What follows belongs to an exercise in optimizing a design on an open flow for small area and a short achievable clock period; a production flow would make more cautious choices.
Where RTL was checked, it was by simulation tests only, not by an equivalence proof against the original.
Power figures rest on the tool's default switching activity, not on a simulated workload.

Design am_mult_top, start of the top module:
module am_mult_top
(
  input  logic                      clk,
  input  logic                      arst_n,
  input  logic [am_pkg::OP_W-1:0]   a,
  input  logic [am_pkg::OP_W-1:0]   b,
  output logic [am_pkg::PROD_W-1:0] product
);
Size in the first run: roughly 1800 cells after synthesis, ~390 flip-flops, ~98 I/O pins, roughly 23000 um2 of cells after synthesis.
clock: 9.5 ns
lec_check: 0
cap_margin: 50
core_margin: 2
core_utilization: 65
cts_cluster_diameter: 120
cts_cluster_size: 22
slew_margin: 70
synth_hierarchical: 1
synth_minimum_keep_size: 0
buffer_ports_args: -buffer_cell sky130_fd_sc_hd__buf_2
setup_slack_margin: 6.3
standard.sh (not shown) runs the stock make flow with config.mk's settings and CLKGATE_MAP_FILE= SYNTH_SCRIPT=/design/flow/synth_recipe.tcl, a recipe that flattens the netlist after the stock synthesis.
==> flow/flow/run.sh <==
#!/bin/bash
# The standard layout, with two changes to how ORFS builds it:
#  - ports are buffered with buf_2 (buffer_ports otherwise picks a slow
#    delay cell, which sits on every output path);
#  - repair_timing aims for 6.3 ns of setup slack at the design's period,
#    so that it sizes the critical paths (the SDC is not changed).
set -euo pipefail
echo 'export BUFFER_PORTS_ARGS = -buffer_cell sky130_fd_sc_hd__buf_2' >> config.mk
echo 'export SETUP_SLACK_MARGIN = 6.3' >> config.mk
bash standard.sh > standard.log 2>&1
Then changed:
--- a/flow/design.v
+++ b/flow/design.v
@@ -11,42 +11,32 @@
   input  logic [am_pkg::OP_W-1:0]  b,
   output logic [am_pkg::OP_W-1:0]  a_q,
   output logic [am_pkg::NDIG-1:0]  one_q,
   output logic [am_pkg::NDIG-1:0]  two_q,
   output logic [am_pkg::NDIG-1:0]  neg_q,
   output logic                     b23_q
 );
-  logic [2:0][am_pkg::OP_W-1:0] a_r;
-  logic [2:0][am_pkg::OP_W-1:0] b_r;
-  logic [am_pkg::OP_W:0]        bx;
-  logic [am_pkg::NDIG-1:0]      one;
-  logic [am_pkg::NDIG-1:0]      two;
-  logic [am_pkg::NDIG-1:0]      neg;
-  always_ff @(posedge clk) begin
-    a_r[0] <= a;
-    b_r[0] <= b;
-    for (int i = 1; i < 3; i++) begin
-      a_r[i] <= a_r[i-1];
-      b_r[i] <= b_r[i-1];
-    end
-  end
-  assign bx = {b_r[2], 1'b0};
+  logic [am_pkg::OP_W:0]   bx;
+  logic [am_pkg::NDIG-1:0] one;
+  logic [am_pkg::NDIG-1:0] two;
+  logic [am_pkg::NDIG-1:0] neg;
+  assign bx = {b, 1'b0};
   always_comb begin
     for (int i = 0; i < am_pkg::NDIG; i++) begin
       one[i] = bx[2*i+1] ^ bx[2*i];
       two[i] = (bx[2*i+2] & ~bx[2*i+1] & ~bx[2*i]) | (~bx[2*i+2] & bx[2*i+1] & bx[2*i]);
       neg[i] = bx[2*i+2];
     end
   end
   always_ff @(posedge clk) begin
-    a_q   <= a_r[2];
+    a_q   <= a;
     one_q <= one;
     two_q <= two;
     neg_q <= neg;
-    b23_q <= b_r[2][am_pkg::OP_W-1];
+    b23_q <= b[am_pkg::OP_W-1];
   end
 endmodule
 module am_fa
 (
   input  logic x,
   input  logic y,
   input  logic z,
@@ -2196,19 +2186,25 @@
   assign pp340 = pp276 & pp312;
   assign pg341 = pg277 | (pp278 & pg311);
   assign pp342 = pp278 & pp312;
   assign pg343 = pg279 | (pp280 & pg311);
   assign pp344 = pp280 & pp312;
   assign cy = {pg343, pg341, pg339, pg337, pg335, pg333, pg331, pg329, pg327, pg325, pg323, pg321, pg319, pg317, pg315, pg313, pg311, pg309, pg307, pg305, pg303, pg301, pg299, pg297, pg295, pg293, pg291, pg289, pg287, pg285, pg283, pg281, pg247, pg245, pg243, pg241, pg239, pg237, pg235, pg233, pg191, pg189, pg187, pg185, pg139, pg137, pg89, g[0]};
   assign sum = p ^ {cy[am_pkg::PROD_W-2:0], 1'b0};
+  logic [2:0][am_pkg::PROD_W-1:0] p_r;
+  always_ff @(posedge clk) begin
+    p_r[0] <= sum;
+    p_r[1] <= p_r[0];
+    p_r[2] <= p_r[1];
+  end
   always_ff @(posedge clk or negedge arst_n) begin
     if (!arst_n) begin
       product <= '0;
     end else begin
-      product <= valid ? sum : '0;
+      product <= valid ? p_r[2] : '0;
     end
   end
 endmodule
 module am_mult_top
 (
   input  logic                      clk,
   input  logic                      arst_n,
The new run passed the timing, DRC and antenna checks.
Design area went up by 2.0%.
Non-clock buffer count rises by 7.
Wire length is higher by 2.1%.
Sequential share of layout area went down by 0.66 points.
Utilization climbs by 1.2 points.
Power came out higher by 8.3%.
For the second run of this note, only the layout was checked, not whether the RTL still works.

==> afterwards: timing with drivers on the ports <==
How much do the figures lean on ideal ports? The routed layouts below were timed once more, with nothing changed but the port constraints. Step 1 sets driving cells, clkbuf_16 on the clock port and buf_2 on the other inputs (assumed; they add their load-dependent delay and slew). Step 2 adds t to the input delays and takes it off the output delays; t is the mean of the earliest and latest rising clock arrival at the registers after step 1. Input paths then give back, and output paths get back, about the clock's delay inside the block. a / b / c = ideal / step 1 / step 2; a / b = the first two.
run	shift t [ns]	setup slack, ns	worst setup path at the end	worst data-port slew with drivers (ns)	pins driven straight from the clock port
the first run	0.594	6.356 / 6.356 / 6.356	register to register	0.05	1
the second run	0.613	6.214 / 6.214 / 6.214	register to register	0.03	1
After both steps setup and hold are still met in every run listed.
